Source: an optimization exercise on an open RTL-to-GDS flow (aim: small area, a short achievable clock period and few clock cycles). Production flows keep margins and buffers that such runs may drop.
At most, simulation tests tie the RTL to the original design; equivalence was not proved.
Function not checked in runs 1 and 5: the RTL went through the layout flow alone.
No activity file was given, so power comes from the tool's default toggle rates.

==> flow/design.v, too long to show whole: its modules and the start of the top module <==
// module elemento_alu: 30 lines
// module dot5_csa: 585 lines
// module dot5_fin: 43 lines
// module coprocessador_param: 149 lines
module coprocessador_param
#(
  parameter int DATA_W = DATA_W_DEF,
  parameter int N_MAX = N_MAX_DEF,
  localparam int M_W = N_MAX*N_MAX*DATA_W
) (
  input  logic           clk,
  input  logic           rst,
  input  logic           start,
  input  logic [2:0]     tamanho,
  input  logic [2:0]     op,
  input  logic [M_W-1:0] matriz1,
  input  logic [M_W-1:0] matriz2,
  output logic [M_W-1:0] matrizresult,
  output logic           overflow,
  output logic           erro,
  output logic           busy,
  output logic           done
);
  // ...
==> flow/flow/run.sh <==
#!/bin/bash
set -euo pipefail
MARGIN=7
sed "s/CLKGATE_MAP_FILE= /CLKGATE_MAP_FILE= SETUP_SLACK_MARGIN=$MARGIN /" standard.sh > standard_margin.sh
grep -q "SETUP_SLACK_MARGIN=$MARGIN" standard_margin.sh
bash standard_margin.sh > make.log 2>&1
==> flow/standard.sh <==
#!/bin/bash
# synth_recipe.tcl (not shown) runs the flow's synth.tcl, then flattens the netlist and writes it again
# the make line also repeats each setting of config.mk as NAME=value (left out here)
make -C /OpenROAD-flow-scripts/flow DESIGN_CONFIG=/design/flow/config.mk WORK_HOME=/design/flow/orfs CLKGATE_MAP_FILE= SYNTH_SCRIPT=/design/flow/synth_recipe.tcl "${@:-finish}"
==> flow/config.mk <==
export PLATFORM = sky130hd
export DESIGN_NAME = coprocessador_param
export DESIGN_NICKNAME = coprocessador_param
export VERILOG_FILES = /design/flow/design.v
export SDC_FILE = /design/flow/constraint.sdc
export NUM_CORES = 4
export LEC_CHECK = 0
export CAP_MARGIN = 20
export CELL_PAD_IN_SITES_DETAIL_PLACEMENT = 1
export CORE_MARGIN = 2
export CORE_UTILIZATION = 50
export SLEW_MARGIN = 20
==> flow/constraint.sdc <==
create_clock -name core_clock -period 12.0 [get_ports {clk}]
set_input_delay 2.4000 -clock core_clock [delete_from_list [all_inputs] [get_ports {clk}]]
set_output_delay 2.4000 -clock core_clock [all_outputs]
set_load 0.01 [all_outputs]
==> impl_metrics.json, run 1 <==
{
  "status": "timing/DRC/antenna clean",
  "fin_ws_ns": 6.89,
  "clockRootBuffer": "clkbuf_16",
  "firstDrtPassIters": 11,
  "wl_met1_um": 153000,
  "synth_top_family_by_area": "adder cells",
  "wl_per_cell_um": 36.3,
  "cp_max_fo": 2,
  "r2r_end": "r_csa[3][42]",
  "n_clock_buffer": 120,
  "syn_to_final_growth_pct": 14.7,
  "hold_violations": 0,
  "dp.cells": 11300,
  "p_int_mw": 10.1,
  "r2r_cells": 11,
  "synthTopCellsByArea": "fa_1 21%, dfxtp_1 12%, ha_1 7.9%",
  "layout.nonclk_buf_share_pct": 8.45,
  "r2r_start": "r_res[1][4]",
  "critical_path_class": "in -> reg",
  "yosys_warnings": 12,
  "num_rows": 148,
  "synth.most_common_cell": "inv_1",
  "regArea_um2": 15600,
  "power_leader": "combinational logic",
  "critPathMaxStageDelay_ns": 0.80,
  "gp_congestion": 1.06,
  "max-slew-margin-rel_pct": 14.9,
  "clock-sinks": 675,
  "netSwitchingFraction_pct": 49.4,
  "hp-class": "reg -> reg",
  "yosys.area_share.simple_pct": 11.1,
  "pwr-share-clk_pct": 14.4,
  "multi_input_area_um2": 61000,
  "grt_max_degree": 137,
  "power.leakage_nw": 37.9,
  "grt_pass1_wl_um": 588000,
  "n_antenna_cell": 42,
  "cts.path.max_buffers": 3
}
==> module coprocessador_param, before the edit <==
module coprocessador_param
#(
  parameter int DATA_W = DATA_W_DEF,
  parameter int N_MAX = N_MAX_DEF,
  localparam int M_W = N_MAX*N_MAX*DATA_W
) (
  input  logic           clk,
  input  logic           rst,
  input  logic           start,
  input  logic [2:0]     tamanho,
  input  logic [2:0]     op,
  input  logic [M_W-1:0] matriz1,
  input  logic [M_W-1:0] matriz2,
  output logic [M_W-1:0] matrizresult,
  output logic           overflow,
  output logic           erro,
  output logic           busy,
  output logic           done
);
  typedef logic [DATA_W-1:0] elem_t;
  logic r_busy, r_done, r_erro;
  logic [N_MAX-1:0] r_ovf_l, r_ovf_m;    
  logic [N_MAX-1:0] r_last, r_colv;
  logic [N_MAX:0] r_row, r_end;
  logic r_pv;                            
  elem_t r_res [N_MAX][N_MAX];
  elem_t r_b [N_MAX][N_MAX];
  logic w_bad, w_seq, w_as, w_ng, w_tr, w_pa;
  logic [N_MAX-1:0] w_v, w_last;
  always_comb begin
    w_bad = (tamanho < 3'd2) || (tamanho > 3'(N_MAX)) || (op == OP_UNS);
    w_seq = !w_bad && (op == OP_MUL || op == OP_SCL);
    w_as = op == OP_ADD || op == OP_SUB;
    w_ng = op == OP_OPO;
    w_tr = op == OP_TRN;
    w_pa = op == OP_MUL || op == OP_SCL;
    for (int x = 0; x < N_MAX; x++) begin
      w_v[x] = !w_bad && (3'(x) < tamanho);
      w_last[x] = (3'(x+1) == tamanho);
    end
  end
  elem_t w_lane [N_MAX][N_MAX];
  logic [N_MAX-1:0] w_lovf [N_MAX];
  logic [N_MAX-1:0] w_lrow;
  for (genvar g = 0; g < N_MAX; g++) begin : g_lr
    for (genvar h = 0; h < N_MAX; h++) begin : g_lc
      logic w_en;
      assign w_en = w_v[g] && w_v[h];
      elemento_alu #(.DATA_W(DATA_W)) u_alu (
        .i_a(matriz1[(g*N_MAX+h)*DATA_W +: DATA_W]),
        .i_b(matriz2[(g*N_MAX+h)*DATA_W +: DATA_W]),
        .i_t(matriz1[(h*N_MAX+g)*DATA_W +: DATA_W]),
        .i_op0(op[0]),
        .i_as(w_en && w_as),
        .i_ng(w_en && w_ng),
        .i_tr(w_en && w_tr),
        .i_pa(w_en && w_pa),
        .o_y(w_lane[g][h]),
        .o_ovf(w_lovf[g][h])
      );
    end
    assign w_lrow[g] = |w_lovf[g];
  end
  localparam int CSW = 49;
  logic [N_MAX*DATA_W-1:0] w_arow;
  logic [CSW-1:0] w_csa [N_MAX];
  logic [CSW-1:0] r_csa [N_MAX];
  elem_t w_dot [N_MAX];
  logic [N_MAX-1:0] w_dovf, w_dovf_raw;
  for (genvar k = 0; k < N_MAX; k++) begin : g_ar
    assign w_arow[k*DATA_W +: DATA_W] = r_res[0][k];
  end
  for (genvar h = 0; h < N_MAX; h++) begin : g_dot
    logic [N_MAX*DATA_W-1:0] w_bcol;
    for (genvar k = 0; k < N_MAX; k++) begin : g_k
      assign w_bcol[k*DATA_W +: DATA_W] = r_b[k][h];
    end
    dot5_csa u_csa (.a(w_arow), .b(w_bcol), .r(w_csa[h]));
    dot5_fin u_fin (.r(r_csa[h]), .y(w_dot[h]), .ovf(w_dovf_raw[h]));
    assign w_dovf[h] = r_pv && r_colv[h] && w_dovf_raw[h];
  end
  always_ff @(posedge clk) begin
    if (rst) begin
      r_busy <= 1'b0;
      r_done <= 1'b0;
      r_ovf_l <= '0;
      r_ovf_m <= '0;
      r_erro <= 1'b0;
      r_row <= '0;
      r_end <= '0;
      r_pv <= 1'b0;
      r_last <= '0;
      r_colv <= '0;
      for (int x = 0; x < N_MAX; x++)
        for (int y = 0; y < N_MAX; y++)
          r_res[x][y] <= '0;
    end else if (!r_busy) begin
      if (start) begin
        r_busy <= 1'b1;
        r_done <= !w_seq;
        r_ovf_l <= w_lrow;
        r_ovf_m <= '0;
        r_erro <= w_bad;
        r_row <= (N_MAX+1)'(1);
        r_end <= {w_last, 1'b0};
        r_pv <= 1'b0;
        r_last <= w_last;
        r_colv <= w_v;
        for (int x = 0; x < N_MAX; x++)
          for (int y = 0; y < N_MAX; y++)
            r_res[x][y] <= w_lane[x][y];
      end
    end else if (r_done) begin
      r_busy <= 1'b0;
      r_done <= 1'b0;
    end else begin
      r_row <= {r_row[N_MAX-1:0], 1'b0};
      r_done <= |(r_row & r_end);
      r_pv <= 1'b1;
      r_ovf_m <= r_ovf_m | w_dovf;
      for (int x = 0; x < N_MAX; x++)
        for (int y = 0; y < N_MAX; y++)
          if (r_last[x]) r_res[x][y] <= r_colv[y] ? w_dot[y] : '0;
          else r_res[x][y] <= (x < N_MAX-1) ? r_res[(x+1)%N_MAX][y] : '0;
    end
  end
  always_ff @(posedge clk) begin
    for (int y = 0; y < N_MAX; y++)
      r_csa[y] <= w_csa[y];
  end
  always_ff @(posedge clk) begin
    if (!r_busy)
      for (int x = 0; x < N_MAX; x++)
        for (int y = 0; y < N_MAX; y++)
          if (op == OP_SCL)
            r_b[x][y] <= (x == y) ? matriz2[DATA_W-1:0] : '0;
          else
            r_b[x][y] <= matriz2[(x*N_MAX+y)*DATA_W +: DATA_W];
  end
  for (genvar g = 0; g < N_MAX; g++) begin : g_row
    for (genvar h = 0; h < N_MAX; h++) begin : g_col
      assign matrizresult[(g*N_MAX+h)*DATA_W +: DATA_W] = r_res[g][h];
    end
  end
  assign overflow = |{r_ovf_l, r_ovf_m};
  assign erro = r_erro;
  assign busy = r_busy;
  assign done = r_done;
endmodule
==> run 2, diff against run 1 <==
--- a/flow/design.v
+++ b/flow/design.v
@@ -698,17 +698,19 @@
   elem_t r_res [N_MAX][N_MAX];
   elem_t r_b [N_MAX][N_MAX];
   logic w_bad, w_seq, w_as, w_ng, w_tr, w_pa;
+  logic [7:0] w_t1h;
   logic [N_MAX-1:0] w_v, w_last;
   always_comb begin
-    w_bad = (tamanho < 3'd2) || (tamanho > 3'(N_MAX)) || (op == OP_UNS);
+    for (int t = 0; t < 8; t++) w_t1h[t] = tamanho == 3'(t);
+    w_bad = !(|w_t1h[N_MAX:2]) || (op == OP_UNS);
     w_seq = !w_bad && (op == OP_MUL || op == OP_SCL);
     w_as = op == OP_ADD || op == OP_SUB;
     w_ng = op == OP_OPO;
     w_tr = op == OP_TRN;
     w_pa = op == OP_MUL || op == OP_SCL;
     for (int x = 0; x < N_MAX; x++) begin
-      w_v[x] = !w_bad && (3'(x) < tamanho);
-      w_last[x] = (3'(x+1) == tamanho);
+      w_v[x] = !w_bad && |(w_t1h[N_MAX:0] >> (x+1));
+      w_last[x] = w_t1h[x+1];
     end
   end
   elem_t w_lane [N_MAX][N_MAX];
==> flow/flow/run.sh (replaced) <==
#!/bin/bash
# The standard layout (the standard.sh: standard synthesis, then ORFS to
# finish), with two make settings added on its command line:
#  - BUFFER_PORTS_ARGS naming the buffer that buffer_ports puts on every
#    input and output port (buf_2 instead of its default delay buffer).
# Each ORFS step writes its own log under orfs/logs; make's own output goes
# to make.log.
set -euo pipefail
MARGIN=7.3
PORTBUF=sky130_fd_sc_hd__buf_2
sed "s/CLKGATE_MAP_FILE= /CLKGATE_MAP_FILE= SETUP_SLACK_MARGIN=$MARGIN 'BUFFER_PORTS_ARGS=-buffer_cell $PORTBUF' /" standard.sh > standard_margin.sh
grep -q "SETUP_SLACK_MARGIN=$MARGIN" standard_margin.sh
bash standard_margin.sh > make.log 2>&1
==> run 2 against run 1 <==
Compared with the run above:
- still clean
- sequential share of layout area rose by 0.51 points
- clock skew increased by 0.043 ns
- cell area shrank 2.9%
- sequential power is essentially flat
- sequential cell count unchanged
- largest power group unchanged
- highest routed layer unchanged
==> impl_metrics.json, run 2 <==
{
  "skew_ns": 0.0699,
  "max-slew-margin-rel_pct": 18.2,
  "cts.path.max_buffers": 3,
  "met1_usage_pct": 61.7,
  "postRouteAntennaNets": 0,
  "synth_edf_count": 200,
  "dpl.hpwl_um": 353000,
  "tightest_slew_ns": 1.22,
  "setup_viol": 0,
  "grt_usage_pct": 52.9,
  "synthCells": 8953,
  "final_cell_mix": "888 x inv_1, 847 x fa_1, 736 x xor2_1",
  "fin_crit_sh_pct": 40.3,
  "fin_setup_tns_ns": 0,
  "worstPathArrival_ns": 5.52,
  "cp-end-kind": "flip-flop",
  "synthDistinctLibCells": 79,
  "yosys_warnings": 12,
  "via_per_inst": 6.91,
  "synth.most_common_cell": "inv_1",
  "grt_use_met3_pct": 20.5,
  "cts_buffers": 87,
  "cap_viol_max_count": 0,
  "clockRootBuffer": "clkbuf_16",
  "start_util_pct": 50.2,
  "fp.dieW_um": 408,
  "num_rows": 148,
  "power.leakage_nw": 38.1,
  "cp_data_required_time_ns": 12.68,
  "largest_register": "r_csa",
  "timing.fmax_mhz": 207,
  "die_h_um": 408,
  "gp_congestion": 1.09,
  "drc": 0,
  "syn_to_final_growth_pct": 11.7,
  "ir_worst_vdd_mv": 0.265,
  "hp-class": "reg -> reg",
  "cp_max_fo": 52,
  "top_regs": "r_csa (245), r_b (200), r_res (200)",
  "grt_pass1_vias": 80700,
  "drt_iter0_markers": 12000,
  "postCtsHoldBufs": 0,
  "path_clk_slew_ns": 0.06,
  "multi_input_area_um2": 61100,
  "finalCriticalPeriod_ns": 4.84,
  "clock-sinks": 675,
  "pwr_density_cell_nw_per_um2": 222,
  "synthArstFlopShare_pct": 0,
  "drive_gt1_share_pct": 14.8,
  "globalRouteMet2Util_pct": 75.6,
  "fin_area_um2": 91000,
  "antenna_found_initial": 142,
  "fill_cells": 18400,
  "synth-seq-cells": 675,
  "htree_levels": 3,
  "status": "timing/DRC/antenna clean",
  "synth_nets": 10700,
  "ys_seq_area_share_pct": 19.0,
  "synthTopCellsByArea": "fa_1 21%, dfxtp_1 12%, xor2_1 8.0%",
  "cts_tree": "built",
  "synthFlopType": "dfxtp_1",
  "firstDrtPassIters": 10,
  "regArea_um2": 15600,
  "grt_pass1_wl_um": 621000,
  "critical_path_class": "in -> reg",
  "rsz0062_at_grt": "yes",
  "critPathLaunchType": "input pin",
  "largest_reg_flops": 245,
  "wirelength_um": 454000,
  "synth_area_leader_cell": "fa_1",
  "netlist_top_cells_count": "889 x inv_1, 860 x fa_1, 749 x xor2_1",
  "wl_per_cell_um": 39.3,
  "io_pins": 613,
  "io_buffers": 612,
  "syn-mean-instance-area_um2": 9.10,
  "slew_viol_final": 0,
  "yosys.area.top_type_share_pct": 21.1,
  "die-area_um2": 166000,
  "mostFrequentLayoutCell": "inv_1",
  "vias": 79900,
  "grt_max_degree": 193,
  "whs_ns": 0.499,
  "overflow": 0,
  "nets": 11000,
  "coreArea_um2": 162000,
  "p_total_mw": 20.2,
  "synth_area_um2": 81500,
  "top_usage_layer": "met2",
  "dpl_cell_area_um2": 86600,
  "clk_latency_ns": 0.77,
  "hold_violations": 0
}
## run 2: critical path, stage by stage
cell and delay, ns:
buf_2 0.24, nor2b_4 0.18, buf_4 0.61, buf_6 0.58, buf_4 0.57, o21ai_0 0.54, a31oi_1 0.29
## run 2: power by group
group	total, mW	internal (mW)	switching, mW
Combinational	13.9	5.49	8.37
Sequential	3.60	3.12	0.477
Clock	2.78	1.55	1.23
## run 2: worst paths after layout
kind | to | start | slack (ns) | depth (start not counted)
max | r_res[11][6] | start | 7.16 | 7
min | r_res[0][7] | r_res[0][7] | 0.50 | 2
max reg2reg | r_csa[2][27] | r_res[1][6] | 7.30 | 11
min reg2reg | r_res[0][7] | r_res[0][7] | 0.50 | 2
## run 2: layer usage
layer | routed length, um | part of all wire, %
met1 | 154000 | 34
met2 | 185000 | 41
met3 | 65000 | 14
met4 | 49300 | 11
met5 | 707 | 0.16
## run 2: layout make-up
cell class                 instances  share of cell area [%]
timing repair buffer             831                    5.56
antenna                           95                   0.261
sequential                       675                    17.1
multi-input combinational       6718                    67.1
inverter                         910                    3.76
clock buffer                     118                    2.68
clock inverter                    42                   0.524
tap                             2175                    2.99
## run 2: cells by family (layout without fill, tap and decap cells)
group,after synthesis,after routing,synth area share (%)
xor gates and xnor gates,1211,1211,13.0
other,0,95,0
adders and majority gates,1375,1375,29.0
muxes,253,253,3.30
buffers and inverters,1560,1901,7.21
DFF,675,675,19.0
AOI/OAI and AO/OA,2058,2058,17.5
and+or+nand+nor,1821,1821,10.9
## run 2: per-stage QoR
step	util [%]	worst slack, ns	instances
after floorplan	-	6.66	8953
after global placement	53.3	5.81	11200
after detailed placement	53.3	5.75	11200
after CTS	55.5	7.23	11400
after global routing	56.0	7.20	11500
final	56.1	7.16	11600
## run 2: repair_timing
item                                    CTS  global route
endpoints found under the setup margin  212            61
pin swaps                                 0             5
buffers inserted                         32            29
gates resized for setup                  53            73
gates cloned                              4             4
Testbench counts of run 2, summed over its fixed seeds: cycles 6,580.
==> run 3, diff against run 2 <==
--- a/flow/flow/run.sh
+++ b/flow/flow/run.sh
@@ -6,7 +6,7 @@
 # Each ORFS step writes its own log under orfs/logs; make's own output goes
 # to make.log.
 set -euo pipefail
-MARGIN=7.3
+MARGIN=7.7
 PORTBUF=sky130_fd_sc_hd__buf_2
 sed "s/CLKGATE_MAP_FILE= /CLKGATE_MAP_FILE= SETUP_SLACK_MARGIN=$MARGIN 'BUFFER_PORTS_ARGS=-buffer_cell $PORTBUF' /" standard.sh > standard_margin.sh
 grep -q "SETUP_SLACK_MARGIN=$MARGIN" standard_margin.sh
==> run 3 against run 2 <==
Compared with the run above:
- clock skew fell by 0.020 ns
- sequential cell count did not move
- first-iteration DRC count is 15% higher
- cell count grew 2.3%
- sequential share of layout area fell by 1.0 points
==> impl_metrics.json, run 3 <==
{
  "final-instance-count-excl-fill": 11800,
  "cp_top_family": "adder cells",
  "coreArea_um2": 162000,
  "largest_register": "r_csa",
  "cp_data_required_time_ns": 12.62,
  "synth-seq-cells": 675,
  "synthDistinctLibCells": 79,
  "cpMostUsedCell": "fa_1",
  "antenna_found_initial": 152,
  "fin_crit_sh_pct": 40.0,
  "gp_congestion": 1.09,
  "via_per_inst": 7.18,
  "final_cell_mix": "885 x inv_1, 818 x fa_1, 719 x xor2_1",
  "dp.cells": 11200,
  "grt_max_degree": 133,
  "fin_area_um2": 97100,
  "slowest_stage": "fa_1",
  "rsz0062_at_grt": "yes",
  "wl_per_cell_um": 41.6,
  "regArea_um2": 15600,
  "ir_worst_vdd_mv": 0.276,
  "overflow": 0,
  "max-slew-margin-rel_pct": 6.59,
  "hp-class": "reg -> reg",
  "fp.dieW_um": 408,
  "synthTopCellsByArea": "fa_1 21%, dfxtp_1 12%, xor2_1 8.0%",
  "critPathMaxStageDelay_ns": 0.66,
  "grt_pass1_vias": 83400,
  "cts.path.max_buffers": 3,
  "p_total_mw": 21.5,
  "vias": 84900,
  "mostFrequentLayoutCell": "inv_1",
  "io_pins": 613,
  "clk_latency_ns": 0.77,
  "cap_viol_max_count": 0,
  "top_regs": "r_csa (245), r_b (200), r_res (200)",
  "pre_cts_ws_ns": 5.19,
  "drt_iter0_markers": 13800,
  "fin_setup_tns_ns": 0,
  "cts_buffers": 88,
  "setup_viol": 0,
  "netlist_top_cells_count": "889 x inv_1, 860 x fa_1, 749 x xor2_1",
  "synthFlopType": "dfxtp_1",
  "ys_seq_area_share_pct": 19.0,
  "cp-end-kind": "flip-flop",
  "synth_nets": 10700,
  "path_clk_slew_ns": 0.07,
  "tightest_slew_ns": 1.36,
  "slew_viol_final": 0,
  "synth_area_um2": 81500,
  "final_core_util_pct": 59.8,
  "finalCriticalPeriod_ns": 4.80,
  "htree_levels": 3,
  "clock-sinks": 675,
  "whs_ns": 0.463,
  "fin_ws_ns": 7.20,
  "synth_edf_count": 200,
  "drive_gt1_share_pct": 21.6,
  "status": "timing/DRC/antenna clean",
  "fill_cells": 17900,
  "wirelength_um": 493000,
  "synthArstFlopShare_pct": 0,
  "dpl_cell_area_um2": 87300,
  "pwr_density_cell_nw_per_um2": 222,
  "yosys.area.top_type_share_pct": 21.1,
  "firstDrtPassIters": 10,
  "crit_path_cell_trace": "buf_6, a22oi_1, xnor2_1, fa_1, fa_1, fa_1, fa_1, inv_1, fa_1",
  "postRouteAntennaNets": 0,
  "timing.fmax_mhz": 208,
  "num_rows": 148,
  "syn-mean-instance-area_um2": 9.10,
  "skew_ns": 0.0502,
  "worstPathArrival_ns": 5.42,
  "start_util_pct": 50.2,
  "die-area_um2": 166000,
  "hold_violations": 0,
  "dpl.hpwl_um": 352000,
  "synth_area_leader_cell": "fa_1",
  "grt_usage_pct": 54.5,
  "critPathLaunchType": "flip-flop",
  "cp_max_fo": 43,
  "synth.most_common_cell": "inv_1",
  "cp.buffers_inverters": 2,
  "critical_path_class": "reg -> reg",
  "grt_pass1_wl_um": 640000,
  "clockRootBuffer": "clkbuf_16",
  "cts_tree": "built",
  "power.leakage_nw": 40.2,
  "nets": 11300,
  "largest_reg_flops": 245,
  "drc": 0,
  "multi_input_area_um2": 64300,
  "yosys_warnings": 12,
  "die_h_um": 408,
  "synthCells": 8953,
  "io_buffers": 612,
  "syn_to_final_growth_pct": 19.1
}
==> run 3: changes by cell type in the layout (fill, tap and decap cells not counted), sizes merged <==
cell      previous run  this run
buf                824      1060
bufbuf               3         4
bufinv               5        11
clkbuf             122       129
clkinv              23        27
clkinvlp             5         8
diode               95       115
inv                919       912
==> run 3: what timing repair did <==
action                                  in CTS  in global routing
pin swaps                                   43                142
gates resized for setup                    446                293
buffers inserted                           128                165
cloned                                      10                  2
hold buffers                                 0                  0
endpoints found under the setup margin     537                143
==> run 3: cell families (layout without fill, tap and decap cells) <==
logic type	Yosys count	after routing	synth area share, %
compound gates	2058	2058	17.5
fa+ha+maj	1375	1375	29.0
mux	253	253	3.30
simple gates	1821	1821	10.9
other cells	0	115	0
xor+xnor	1211	1211	13.0
buf+inv	1560	2151	7.21
flops	675	675	19.0
==> run 3: layer usage <==
layer  vias to the layer above  global-route usage [%]  routed length (um)
li1                      32000                       -                   -
met5                         -                  0.0287                 671
met3                      2965                    20.5               73700
met4                        78                    50.1               61800
met2                      8153                    77.8              198000
met1                     41800                    63.1              159000
==> run 3: worst paths after layout <==
kind | startpoint | to | slack (ns) | depth (start not counted)
setup / recovery | r_res[0][1] | r_csa[2][41] | 7.20 | 9
hold / removal | r_colv[4] | r_colv[4] | 0.46 | 2
hold reg to reg | r_colv[4] | r_colv[4] | 0.46 | 2
setup reg to reg | r_res[0][1] | r_csa[2][41] | 7.20 | 9
==> run 3: cell type report <==
cell class / count / share of cell area [%]
tap: 2175 / 2.80
clock inverter: 48 / 0.617
inverter: 910 / 3.54
clock buffer: 118 / 2.57
multi-input combinational: 6718 / 66.2
timing repair buffer: 1075 / 7.89
sequential: 675 / 16.1
antenna: 115 / 0.296
==> run 3: worst min-delay path: stages (launching register included) <==
cell and delay, ns:
dfxtp_1 0.31, nand2_1 0.05, a21oi_1 0.05
==> run 3: power breakdown <==
part	internal [mW]	leakage (nW)	switching, mW
registers	3.12	6.03	0.486
clock network	1.70	1.49	1.26
logic	5.91	32.7	9.06
total	10.7	40.2	10.8
==> run 4, diff against run 3 <==
--- a/flow/flow/run.sh
+++ b/flow/flow/run.sh
@@ -6,7 +6,7 @@
 # Each ORFS step writes its own log under orfs/logs; make's own output goes
 # to make.log.
 set -euo pipefail
-MARGIN=7.7
+MARGIN=7.3
 PORTBUF=sky130_fd_sc_hd__buf_2
 sed "s/CLKGATE_MAP_FILE= /CLKGATE_MAP_FILE= SETUP_SLACK_MARGIN=$MARGIN 'BUFFER_PORTS_ARGS=-buffer_cell $PORTBUF' /" standard.sh > standard_margin.sh
 grep -q "SETUP_SLACK_MARGIN=$MARGIN" standard_margin.sh
--- a/flow/config.mk
+++ b/flow/config.mk
@@ -8,5 +8,5 @@
 export CAP_MARGIN = 20
 export CELL_PAD_IN_SITES_DETAIL_PLACEMENT = 1
 export CORE_MARGIN = 2
-export CORE_UTILIZATION = 50
+export CORE_UTILIZATION = 62
 export SLEW_MARGIN = 20
==> run 4 against run 3 <==
Compared with the run above:
- area after synthesis unchanged
- synthesized cell count is the same
- the flow now stops in 4_1_cts
==> impl_metrics.json, run 4 <==
{
  "netlist_top_cells_count": "889 x inv_1, 860 x fa_1, 749 x xor2_1",
  "htree_levels": 3,
  "syn-mean-instance-area_um2": 9.10,
  "post_cts_resized": 304,
  "clockRootBuffer": "clkbuf_16",
  "dpl.hpwl_um": 410000,
  "status": "aborted with a tool error",
  "synth_area_leader_cell": "fa_1",
  "fp.dieW_um": 367,
  "synthFlopType": "dfxtp_1",
  "synthArstFlopShare_pct": 0,
  "dp.cells": 10800,
  "io_pins": 613,
  "ys_seq_area_share_pct": 19.0,
  "synth_edf_count": 200,
  "postCtsHoldBufs": 0,
  "synthTopCellsByArea": "fa_1 21%, dfxtp_1 12%, xor2_1 8.0%",
  "dpl_cell_area_um2": 85900,
  "postCtsSetupBuffers": 114,
  "cts.path.max_buffers": 3,
  "synthDistinctLibCells": 79,
  "cts_buffers": 87,
  "synth-seq-cells": 675,
  "synth.most_common_cell": "inv_1",
  "stop_stage": "4_1_cts",
  "clock-sinks": 675,
  "tool.error": "[ERROR DPL-0033] detailed placement checks failed during check placement.",
  "num_rows": 133,
  "start_util_pct": 62.2,
  "synthCells": 8953,
  "die_h_um": 367,
  "yosys.area.top_type_share_pct": 21.1,
  "io_buffers": 612,
  "gp_congestion": 1.12,
  "pre_cts_ws_ns": 5.51,
  "synth_nets": 10700,
  "yosys_warnings": 12,
  "synth_area_um2": 81500
}
[run 4: cells by family after synthesis]
| family | count (synthesis) | share of synthesized area [%] |
|---|---|---|
| DFF | 675 | 19.0 |
| muxes | 253 | 3.30 |
| AOI/OAI and AO/OA | 2058 | 17.5 |
| buffers and inverters | 1560 | 7.21 |
| adders and majority gates | 1375 | 29.0 |
| and+or+nand+nor | 1821 | 10.9 |
| xor gates and xnor gates | 1211 | 13.0 |
[run 4: worst min-delay path by stage]
stage / to / slack, ns / cells after the start
detailed placement: r_res[22][5] / 0.49 / 2
global placement: r_ovf_m[3] / 0.44 / 2
floorplan: r_ovf_m[4] / 0.43 / 2
[run 4: power groups by stage]
stage | clock, mW | sequential [mW] | combinational (mW)
floorplan | 0 | 3.42 | 8.41
global placement | 0 | 3.58 | 11.7
detailed placement | 0 | 3.73 | 14.9
==> run 5, diff against run 4 <==
--- a/flow/design.v
+++ b/flow/design.v
@@ -691,7 +691,8 @@
 );
   typedef logic [DATA_W-1:0] elem_t;
   logic r_busy, r_done, r_erro;
-  logic [N_MAX-1:0] r_ovf_l, r_ovf_m;    
+  logic [N_MAX*N_MAX-1:0] r_ovf_l;       
+  logic [N_MAX-1:0] r_ovf_m;             
   logic [N_MAX-1:0] r_last, r_colv;
   logic [N_MAX:0] r_row, r_end;
   logic r_pv;                            
@@ -714,8 +715,7 @@
     end
   end
   elem_t w_lane [N_MAX][N_MAX];
-  logic [N_MAX-1:0] w_lovf [N_MAX];
-  logic [N_MAX-1:0] w_lrow;
+  logic [N_MAX*N_MAX-1:0] w_lovf;
   for (genvar g = 0; g < N_MAX; g++) begin : g_lr
     for (genvar h = 0; h < N_MAX; h++) begin : g_lc
       logic w_en;
@@ -730,10 +730,9 @@
         .i_tr(w_en && w_tr),
         .i_pa(w_en && w_pa),
         .o_y(w_lane[g][h]),
-        .o_ovf(w_lovf[g][h])
+        .o_ovf(w_lovf[g*N_MAX+h])
       );
     end
-    assign w_lrow[g] = |w_lovf[g];
   end
   localparam int CSW = 49;
   logic [N_MAX*DATA_W-1:0] w_arow;
@@ -741,8 +740,13 @@
   logic [CSW-1:0] r_csa [N_MAX];
   elem_t w_dot [N_MAX];
   logic [N_MAX-1:0] w_dovf, w_dovf_raw;
+  elem_t r_arow [N_MAX];
+  always_ff @(posedge clk) begin
+    for (int k = 0; k < N_MAX; k++)
+      r_arow[k] <= r_busy ? r_res[1][k] : w_lane[0][k];
+  end
   for (genvar k = 0; k < N_MAX; k++) begin : g_ar
-    assign w_arow[k*DATA_W +: DATA_W] = r_res[0][k];
+    assign w_arow[k*DATA_W +: DATA_W] = r_arow[k];
   end
   for (genvar h = 0; h < N_MAX; h++) begin : g_dot
     logic [N_MAX*DATA_W-1:0] w_bcol;
@@ -772,7 +776,7 @@
       if (start) begin
         r_busy <= 1'b1;
         r_done <= !w_seq;
-        r_ovf_l <= w_lrow;
+        r_ovf_l <= w_lovf;
         r_ovf_m <= '0;
         r_erro <= w_bad;
         r_row <= (N_MAX+1)'(1);
--- a/flow/flow/run.sh
+++ b/flow/flow/run.sh
@@ -6,7 +6,7 @@
 # Each ORFS step writes its own log under orfs/logs; make's own output goes
 # to make.log.
 set -euo pipefail
-MARGIN=7.3
+MARGIN=7.6
 PORTBUF=sky130_fd_sc_hd__buf_2
 sed "s/CLKGATE_MAP_FILE= /CLKGATE_MAP_FILE= SETUP_SLACK_MARGIN=$MARGIN 'BUFFER_PORTS_ARGS=-buffer_cell $PORTBUF' /" standard.sh > standard_margin.sh
 grep -q "SETUP_SLACK_MARGIN=$MARGIN" standard_margin.sh
--- a/flow/config.mk
+++ b/flow/config.mk
@@ -8,5 +8,5 @@
 export CAP_MARGIN = 20
 export CELL_PAD_IN_SITES_DETAIL_PLACEMENT = 1
 export CORE_MARGIN = 2
-export CORE_UTILIZATION = 62
+export CORE_UTILIZATION = 50
 export SLEW_MARGIN = 20
==> run 5 against run 4 <==
Compared with the run above:
- the run now finishes clean
- synthesized cell count up 4.3%
- area after synthesis is 3.2% higher
==> impl_metrics.json, run 5 <==
{
  "status": "timing/DRC/antenna clean",
  "postRouteAntennaNets": 0,
  "synth_fa_ha_area_share_pct": 28.1,
  "synthXorXnorAreaFrac_pct": 12.0,
  "power.leakage_nw": 40.6,
  "cp_max_fo": 2,
  "io_pins": 613,
  "cts.path.max_buffers": 3,
  "netSwitchingFraction_pct": 50.9,
  "synthTopCellsByArea": "fa_1 20%, dfxtp_1 13%, xor2_1 7.8%",
  "yosys.area.top_type_share_pct": 20.5,
  "cts_tree": "built",
  "tightest_slew_ns": 1.32,
  "r2r_setup_slack_ns": 7.49,
  "largest_register": "r_csa",
  "grt_max_degree": 108,
  "pwr_density_cell_nw_per_um2": 278,
  "wl_per_cell_um": 36.1,
  "max-slew-margin-rel_pct": 11.7,
  "die-area_um2": 171000,
  "top_regs": "r_csa (245), r_b (200), r_res (200)",
  "finalCriticalPeriod_ns": 4.89,
  "synth-seq-cells": 735,
  "ys_seq_area_share_pct": 19.9,
  "cp-end-kind": "primary output",
  "grt_usage_pct": 48.5,
  "yosys_warnings": 13,
  "clk_latency_ns": 0.76,
  "netlist_top_cells_count": "916 x inv_1, 860 x fa_1, 745 x xor2_1",
  "final_cell_mix": "912 x inv_1, 820 x fa_1, 722 x xor2_1",
  "setup_viol": 0,
  "fin_crit_sh_pct": 40.8,
  "fp.dieW_um": 414,
  "cap_viol_max_count": 0,
  "synth.most_common_cell": "inv_1",
  "synth_compound_gate_area_share_pct": 18.6,
  "yosys.area_share.simple_pct": 10.9,
  "synth_area_um2": 84100,
  "clock-sinks": 735,
  "rsz0062_at_grt": "yes",
  "nets": 11500,
  "via_per_inst": 6.78,
  "drive_gt1_share_pct": 16.9,
  "io_buffers": 612,
  "synthDistinctLibCells": 89,
  "synthArstFlopShare_pct": 0,
  "cts_buffers": 94,
  "ir_worst_vdd_mv": 0.199,
  "synth_area_leader_cell": "fa_1",
  "critical_path_class": "reg -> out",
  "worstPathArrival_ns": 2.49,
  "synth_top_family_by_area": "adder cells",
  "power_switching_mw": 13.6,
  "timing.fmax_mhz": 204,
  "regArea_um2": 16800,
  "r2r_cells": 10,
  "synthFlopType": "dfxtp_1",
  "grt_pass1_wl_um": 601000,
  "syn-mean-instance-area_um2": 9.01,
  "clockRootBuffer": "clkbuf_16",
  "power_frac_seq_pct": 15.1,
  "p_int_mw": 13.1,
  "muxShareOfSynthArea_pct": 3.19,
  "hold_depth": 2,
  "critPathLaunchType": "flip-flop",
  "pwr-share-clk_pct": 11.5,
  "combPwrFrac_pct": 73.4,
  "cp_data_required_time_ns": 9.60,
  "vias": 82000,
  "largest_reg_flops": 245,
  "die_h_um": 414,
  "mostFrequentLayoutCell": "inv_1",
  "drc": 0,
  "antenna_found_initial": 114,
  "coreArea_um2": 167000,
  "drt_iter0_markers": 11900,
  "dpl.hpwl_um": 323000,
  "slew_viol_final": 0,
  "skew_ns": 0.0496,
  "gp_congestion": 1.11,
  "wirelength_um": 437000,
  "htree_levels": 3,
  "fin_setup_tns_ns": 0,
  "syn_to_final_growth_pct": 14.5,
  "num_rows": 150,
  "synth_edf_count": 200,
  "overflow": 0,
  "fill_cells": 19100,
  "synthCells": 9337,
  "synth_nets": 11100,
  "hp-class": "reg -> reg",
  "multi_input_area_um2": 63400,
  "start_util_pct": 50.3,
  "firstDrtPassIters": 12,
  "hold_violations": 0,
  "path_clk_slew_ns": 0.06,
  "final_core_util_pct": 57.6,
  "grt_pass1_vias": 83100
}
[run 5: cell count changes after synthesis, moves of 35 or more]
cell      previous run  this run
a211oi_1            29        76
a21oi_1            393       472
dfxtp_1            475       535
mux2_2             120        82
mux2i_1            132       174
nor2_1             489       524
o21ai_0            266       345
xnor2_1            462       409
[run 5: cells by family (layout without fill, tap and decap cells)]
family	after synthesis	count (layout)
xor+xnor	1154	1154
buf+inv	1607	2085
other cells	0	74
fa+ha+maj	1375	1375
flops	735	735
compound gates	2322	2322
mux	257	257
simple gates	1887	1889
[run 5: timing repair]
action	4_1_cts	5_1_grt
endpoints found under the setup margin	449	223
pin swaps	10	45
gates resized for setup	204	193
buffers inserted	76	116
endpoints found under the hold margin	0	0
cloned	6	4
hold buffers	0	0
[run 5: final timing paths]
kind                startpoint           end
setup / recovery   r_ovf_l[22]      overflow
hold / removal     r_res[4][0]   r_res[4][0]
setup reg to reg  r_arow[2][7]  r_csa[3][42]
hold reg to reg    r_res[4][0]   r_res[4][0]
[run 5: power groups by stage]
stage	sequential, mW	clock, mW	combinational, mW
6_report	4.05	3.08	19.6
5_1_grt	4.09	3.16	21.7
4_1_cts	4.04	3.07	19.0
3_5_place_dp	4.10	0	18.4
3_3_place_gp	4.07	0	17.4
2_1_floorplan	3.85	0	11.8
[run 5: critical path, stage by stage, from the launching register on]
cell and delay (ns):
dfxtp_2 0.34, nor4_4 0.43, and4_4 0.34, nand4_1 0.34, buf_2 0.29
[run 5: per-stage QoR]
step | cells | hold WS (ns) | cell area, um2 | setup WS, ns | total power [mW]
6_report | 12100 | 0.475 | 96300 | 7.11 | 26.8
3_3_place_gp | 11600 | 0.445 | 89300 | 5.53 | 21.5
4_1_cts | 11900 | 0.471 | 94100 | 7.21 | 26.1
2_1_floorplan | 9337 | 0.426 | 84700 | 6.69 | 15.7
5_1_grt | 12100 | 0.493 | 96200 | 7.21 | 29.0
3_5_place_dp | 11600 | 0.462 | 89300 | 5.46 | 22.5
[run 5: layout make-up]
cell class | count | area share (%)
Clock buffer | 116 | 2.67
Timing Repair Buffer | 977 | 6.66
Inverter | 934 | 3.66
Antenna cell | 74 | 0.192
Multi-Input combinational cell | 6997 | 65.8
Clock inverter | 58 | 0.650
Sequential cell | 735 | 17.5
Tap cell | 2204 | 2.87
[run 5: layer usage]
metal  routed length [um]  track usage, %  share of wire (%)
met1               158000            60.6                 36
met2               182000            70.0                 42
met3                55700            14.1                 13
met4                41100            38.2                9.4
met5                  339               0              0.078

==> static timing again, ports no longer ideal <==
In the flow no input, the clock included, has a driving cell. The finished layouts below were timed again as built, in two steps.
Step 1 sets driving cells, clkbuf_16 on the clock port and buf_2 on the other inputs (assumed; they add their load-dependent delay and slew).
Step 2 moves the port delays by t, midway between the first and last clock arrival at a register: inputs arrive t later, outputs are due t later. That takes back most of the time a late clock gives input paths.
Three values: no drivers, after step 1, after step 2; two values: the first two.
run	t, ns	setup WS [ns]	worst register clock-pin slew, ns
run 1	0.873	6.888 / 6.882 / 6.091	0.07 / 0.07
run 2	0.836	7.162 / 7.118 / 6.283	0.07 / 0.07
run 3	0.843	7.202 / 7.202 / 6.413	0.07 / 0.07
run 5	0.843	7.109 / 7.007 / 6.533	0.08 / 0.08
After both steps setup and hold are still met in every run listed. The setup slack of run 2, which loses most, moves by -0.044 ns with the drivers and by -0.879 ns with both steps.
